What follows belongs to an exercise in optimizing a design on an open flow for a short achievable clock period and few clock cycles per item; a production flow would make more cautious choices.
The RTL was checked by simulation tests, not by an equivalence proof against the original design.
The clock port is modelled as an ideal driver, which makes a skipped or thinned clock tree look cheaper than it is; a real chip needs a root buffer or a tree.
Power is estimated from default activity; no workload was simulated.

## before
Design comp_mult_top, start of the top module:
module comp_mult_top
#(
    parameter logic [15:0] APB_BASE = '0   
) (
    input  logic  clk,
    input  logic  rst_n,
    input  cmul_types_pkg::addr_t paddr,
    input  logic  pwrite,
    input  cmul_types_pkg::reg_t  pwdata,
    input  logic  psel,
    output logic  pready,
    output cmul_types_pkg::reg_t  prdata,
    output logic  pslverr,
    output logic  mem_ce,
    output logic  mem_we,
    output cmul_types_pkg::addr_t mem_addr,
    output cmul_types_pkg::elem_t mem_wr_data,
    input  cmul_types_pkg::elem_t mem_rd_data
);
export LEC_CHECK = 0
export ABC_CLOCK_PERIOD_IN_PS = 1000
export CAP_MARGIN = 20
export CORE_MARGIN = 2
export CORE_UTILIZATION = 40
export SETUP_SLACK_MARGIN = 4.6
export SLEW_MARGIN = 20
create_clock -name core_clock -period 6.5 [get_ports {clk}]
standard.sh (not shown) runs the stock make flow with config.mk's settings and CLKGATE_MAP_FILE= SYNTH_SCRIPT=/design/flow/synth_recipe.tcl, a recipe that flattens the netlist after the stock synthesis.
==> flow/flow/run.sh <==
#!/bin/bash
# Standard ORFS layout (the standard.sh), except that the clock tree is
# built by flow/mycts.tcl (a two-level buffer tree: 4 root buffers fed by the
# clock port, leaf buffers each driving a cluster of about 20 flip-flops) in
# place of TritonCTS. Everything else, synthesis included, is the standard flow.
set -euo pipefail
export MCTS_CLOCK_NET=clk
export MCTS_BUF=sky130_fd_sc_hd__clkbuf_16
export MCTS_ROOT_BUF=sky130_fd_sc_hd__clkbuf_16
export MCTS_SINKS_PER_LEAF=20
export MCTS_ROOTS=4
bash standard.sh finish PRE_CTS_TCL="$PWD/flow/mycts.tcl" > standard_flow.log 2>&1
Other scripts of this flow, unchanged in this note and not shown: flow/flow/mycts.tcl
Testbench counts of before, summed over its fixed seeds: cycles 21,041, items 2,070.
--- input diff before..after ---
-- flow/design.v --
<<< before, line 87
    logic        num_ge2_q;    
    logic [15:0] num_m1_q;     
    logic        num_is1_q;    
    logic [15:0] b1, b2;       
>>> after, line 87
    logic        num_ge2_q;    
    logic [15:0] num_m1_q;     
    logic [15:0] num_m2_q;     
    logic        ok1_q;        
    logic        ok2_q;        
    logic        nz_n, ge2_n;  
    logic        go2;          
    logic        qdp;          
    logic        num_is1_q;    
    logic [15:0] b1, b2;       
<<< before, line 137
    logic pop;
    logic push;
    logic [15:0] qf_eff;
    assign eq_q    = (b1 == b2);
    assign hz      = hzh_q & hzl_q;
>>> after, line 143
    logic pop;
    logic push;
    assign eq_q    = (b1 == b2);
    assign hz      = hzh_q & hzl_q;
<<< before, line 148
    assign base1   = k1 ? pwdata_q : ra1;
    assign base2   = k2 ? pwdata_q : ra2;
    assign go      = start_q & ~busy & num_nz_q;
    assign h1e     = k1 ? 2'd0 : h1;
    assign h2e     = k2 ? 2'd0 : h2;
    assign qdone   = qd_q & ~k1 & ~(k2 & ~qsame);
    assign oc_eff  = go ? 3'd1 : oc;
    assign qf_eff  = go ? num_m1_q : qf_left;
    logic sqg, inc1, inc2;
    assign sqg        = sq_ok | (go & num_ge2_q);
    assign start_quad = ~wrc & qdone & sqg;
    assign inc1       = ~wrc & (qdone ? sqg : (h1e != 2'd2));
    assign inc2       = ~wrc & ~qdone & (h1e == 2'd2);
    assign rd_issue   = inc1 | inc2;
    assign rd_op1     = inc1;
>>> after, line 153
    assign base1   = k1 ? pwdata_q : ra1;
    assign base2   = k2 ? pwdata_q : ra2;
    assign go      = start_q & ok1_q;
    assign go2     = start_q & ok2_q;
    assign nz_n    = wnum_q ? (pwdata_q != '0) : num_nz_q;
    assign ge2_n   = wnum_q ? (pwdata_q[15:1] != '0) : num_ge2_q;
    assign h1e     = k1 ? 2'd0 : h1;
    assign h2e     = k2 ? 2'd0 : h2;
    assign qdp     = qd_q & ~(k2 & ~qsame);
    assign qdone   = qdp & ~k1;
    assign oc_eff  = go ? 3'd1 : oc;
    logic sqg, inc1, inc2;
    assign sqg        = sq_ok | go2;
    assign start_quad = ~wrc & qdone & sqg;
    assign inc1       = ~wrc & (k1 | (qdp ? sqg : (h1 != 2'd2)));
    assign inc2       = ~wrc & ~k1 & ~qdp & (h1 == 2'd2);
    assign rd_issue   = inc1 | inc2;
    assign rd_op1     = inc1;
<<< before, line 231
            num_ge2_q <= 1'b0;
            num_m1_q <= '0;
            num_is1_q <= 1'b0;
            pwdata_q <= '0;
>>> after, line 239
            num_ge2_q <= 1'b0;
            num_m1_q <= '0;
            num_m2_q <= '0;
            ok1_q    <= 1'b0;
            ok2_q    <= 1'b0;
            num_is1_q <= 1'b0;
            pwdata_q <= '0;
<<< before, line 254
            pwdata_q  <= pwdata;
            if (wnum_q) num_reg <= pwdata_q;
            if (wnum_q) begin
                num_nz_q  <= (pwdata_q != '0);
>>> after, line 265
            pwdata_q  <= pwdata;
            if (wnum_q) num_reg <= pwdata_q;
            ok1_q <= ~busy_n & nz_n;
            ok2_q <= ~busy_n & nz_n & ge2_n;
            if (wnum_q) begin
                num_nz_q  <= (pwdata_q != '0);
<<< before, line 259
                num_is1_q <= (pwdata_q == 16'd1);
                num_m1_q  <= pwdata_q - 16'd1;
            end
            if (k1) b1 <= pwdata_q;
>>> after, line 272
                num_is1_q <= (pwdata_q == 16'd1);
                num_m1_q  <= pwdata_q - 16'd1;
                num_m2_q  <= pwdata_q - 16'd2;
            end
            if (k1) b1 <= pwdata_q;
<<< before, line 340
            sq_ok <= busy & ~fin_q & ((oc != 3'd4) | pop) & (qf_left != '0);
            wok   <= busy_n & (fcnt_n != 3'd0);
            if (start_quad)
                qf_left <= qf_eff - 16'd1;
            else if (go)
                qf_left <= num_m1_q;
            if (go)
                qw_left <= num_reg;
>>> after, line 354
            sq_ok <= busy & ~fin_q & ((oc != 3'd4) | pop) & (qf_left != '0);
            wok   <= busy_n & (fcnt_n != 3'd0);
            if (go)
                qf_left <= start_quad ? num_m2_q : num_m1_q;
            else if (start_quad)
                qf_left <= qf_left - 16'd1;
            if (go)
                qw_left <= num_reg;
==> comparison <==
Summary of the comparison: total power is higher in after, relative to before.
Summary of after over before: post-cts gate resize count moved up, cell internal power dissipation moved up.
Compared with before, after shows a sequential cell fraction of total power that is 1.0 points lower.
Min final routed wirelength across all metal layers across before and after: before
Taking before over after, the reported net switching power ratio works out to 0.946.
rwp[3] as the worst setup path endpoint was reported by after, and ra2p[6] by before.
There was hardly any difference in initial core utilization between before and after.
Testbench counts of after, summed over its fixed seeds: cycles 21,041, items 2,070.
No run of this note takes its clock network from TritonCTS; it comes from the design's own scripts or RTL.

Another version of the RTL of comp_mult_top (not shown whole).
Size: ~3500 cells after synthesis, ~1000 flip-flops, roughly 88 I/O pins, roughly 0.041 mm^2 of cells after synthesis.
Settings: LEC_CHECK=0, ABC_CLOCK_PERIOD_IN_PS=1500, CAP_MARGIN=20, CORE_MARGIN=2, CORE_UTILIZATION=40, SETUP_SLACK_MARGIN=4.6, SLEW_MARGIN=20; clock period 6.5 ns.
==> flow/flow/run.sh <==
#!/bin/bash
# Standard ORFS layout (the standard.sh), except that the clock tree is
# built by flow/mycts.tcl (a two-level buffer tree: 4 root buffers fed by the
# clock port, leaf buffers each driving a cluster of about 18 flip-flops) in
# place of TritonCTS. Everything else, synthesis included, is the standard flow.
set -euo pipefail
export MCTS_CLOCK_NET=clk
export MCTS_BUF=sky130_fd_sc_hd__clkbuf_16
export MCTS_ROOT_BUF=sky130_fd_sc_hd__clkbuf_16
export MCTS_SINKS_PER_LEAF=18
export MCTS_ROOTS=4
bash standard.sh finish PRE_CTS_TCL="$PWD/flow/mycts.tcl" > standard_flow.log 2>&1
Other scripts of this flow, unchanged in this note and not shown: flow/flow/mycts.tcl
Testbench counts at the start, summed over its fixed seeds: cycles 21,041, items 2,070.
Rerun with:
--- a/flow/design.v
+++ b/flow/design.v
@@ -68,21 +68,21 @@
             3'd0, 3'd1, 3'd2, 3'd3, 3'd4: acc_ok = pwrite;
             3'd5:    acc_ok = 1'b1;
             3'd6:    acc_ok = ~pwrite;
             default: acc_ok = 1'b0;
         endcase
     end
     assign wr_en = psel & pwrite & in_range & acc_ok;
-    logic wr_op1, wr_op2, wr_res, wr_num, wr_start, wr_clr;
-    assign wr_op1   = wr_en & (ofs == 3'd0);
-    assign wr_op2   = wr_en & (ofs == 3'd1);
+    logic wr_res;
     assign wr_res   = wr_en & (ofs == 3'd2);
-    assign wr_num   = wr_en & (ofs == 3'd3);
-    assign wr_start = wr_en & (ofs == 3'd4) & pwdata[0];
-    assign wr_clr   = wr_en & (ofs == 3'd5) & ~pwdata[0];
+    logic wsel;
+    assign wsel = psel & pwrite;
+    logic hzh_q, hzl_q;        
+    logic d_op1, d_op2, d_res, d_num, d_st, d_clr;
+    logic hz;
     logic        done;
     logic        clr_q;        
     logic        busy;         
     logic        start_q;      
     logic [15:0] num_reg;
     logic        num_nz_q;     
     logic        num_ge2_q;    
@@ -143,14 +143,21 @@
     logic [1:0] rd_id;
     logic wr_start_b;          
     logic wr_issue;
     logic [2:0] wcnt_n;
     logic pop;
     logic push;
     assign eq_q    = (b1 == b2);
+    assign hz      = hzh_q & hzl_q;
+    assign k1      = hz & d_op1;
+    assign k2      = hz & d_op2;
+    assign wres_q  = hz & d_res;
+    assign wnum_q  = hz & d_num;
+    assign start_q = hz & d_st;
+    assign clr_q   = hz & d_clr;
     assign base1   = k1 ? pwdata_q : (i1_q ? ra1p : ra1);
     assign base2   = k2 ? pwdata_q : (i2_q ? ra2p : ra2);
     assign basew   = wres_q ? pwdata_q : (iw_q ? rwp : rw);
     assign go      = start_q & ~busy & num_nz_q;
     assign h1e     = k1 ? 2'd0 : h1;
     assign h2e     = k2 ? 2'd0 : h2;
     assign qdone   = qd_q & ~k1 & ~(k2 & ~qsame);
@@ -217,39 +224,43 @@
             default: wbyte = {6'b0, f0[35:34]};
         endcase
     end
     always_ff @(posedge clk or negedge rst_n) begin
         if (!rst_n) begin
             done     <= 1'b0;
             pslverr  <= 1'b0;
-            clr_q    <= 1'b0;
-            start_q  <= 1'b0;
+            hzh_q    <= 1'b0;
+            hzl_q    <= 1'b0;
+            d_op1    <= 1'b0;
+            d_op2    <= 1'b0;
+            d_res    <= 1'b0;
+            d_num    <= 1'b0;
+            d_st     <= 1'b0;
+            d_clr    <= 1'b0;
             num_reg  <= '0;
             num_nz_q <= 1'b0;
             num_ge2_q <= 1'b0;
             num_m1_q <= '0;
-            k1       <= 1'b0;
-            k2       <= 1'b0;
-            wres_q   <= 1'b0;
-            wnum_q   <= 1'b0;
             pwdata_q <= '0;
             b1       <= '0;
             b2       <= '0;
         end else begin
-            clr_q <= wr_clr;
+            hzh_q <= (ofs_full[15:9] == '0);
+            hzl_q <= (ofs_full[8:3] == '0);
+            d_op1 <= wsel & (ofs == 3'd0);
+            d_op2 <= wsel & (ofs == 3'd1);
+            d_res <= wsel & (ofs == 3'd2);
+            d_num <= wsel & (ofs == 3'd3);
+            d_st  <= wsel & (ofs == 3'd4) & pwdata[0];
+            d_clr <= wsel & (ofs == 3'd5) & ~pwdata[0];
             pslverr <= psel & ~(in_range & acc_ok);
             if (fin_q)
                 done <= 1'b1;
             else if (clr_q)
                 done <= 1'b0;
-            start_q   <= wr_start;
-            k1        <= wr_op1;
-            k2        <= wr_op2;
-            wres_q    <= wr_res;
-            wnum_q    <= wr_num;
             pwdata_q  <= pwdata;
             if (wnum_q) num_reg <= pwdata_q;
             if (wnum_q) begin
                 num_nz_q  <= (pwdata_q != '0);
                 num_ge2_q <= (pwdata_q[15:1] != '0);
                 num_m1_q  <= pwdata_q - 16'd1;
             end
What happened: The new run completed without violations. Die area rose slightly. Power is about the same. Routed wire length fell slightly. Design area fell slightly. Global-route usage fell by 0.42 points.
Testbench counts after the change, summed over its fixed seeds: cycles 21,041, items 2,070.
In every run of this note, the design's own scripts or RTL, not TritonCTS, make the clock network.

## static timing again, ports no longer ideal
No port has a modelled driver above. Below, the same layouts with a new extraction and two added sets of constraints.
Step 1, drivers: a clkbuf_16 drives clk and a buf_2 each remaining input, both assumed.
Step 2 adds t to the input delays and takes it off the output delays; t is the mean of the earliest and latest rising clock arrival at the registers after step 1. Input paths then give back, and output paths get back, about the clock's delay inside the block.
a / b / c = no drivers / after step 1 / after step 2; a / b = the first two.
run | shift t [ns] | setup slack, ns | clock arrival spread, ns
before | 0.586 | 4.066 / 4.057 / 3.990 | 0.112 / 0.112
after | 0.596 | 4.074 / 4.066 / 3.976 | 0.150 / 0.150
the first run of note 2 | 0.592 | 3.831 / 3.928 / 3.336 | 0.086 / 0.086
the second run of note 2 | 0.593 | 4.155 / 4.014 / 3.895 | 0.156 / 0.156
After both steps every run listed still meets setup and hold. For the first run of note 2, which loses most, drivers alone change the setup slack by +0.097 ns; drivers and shift together by -0.495 ns.
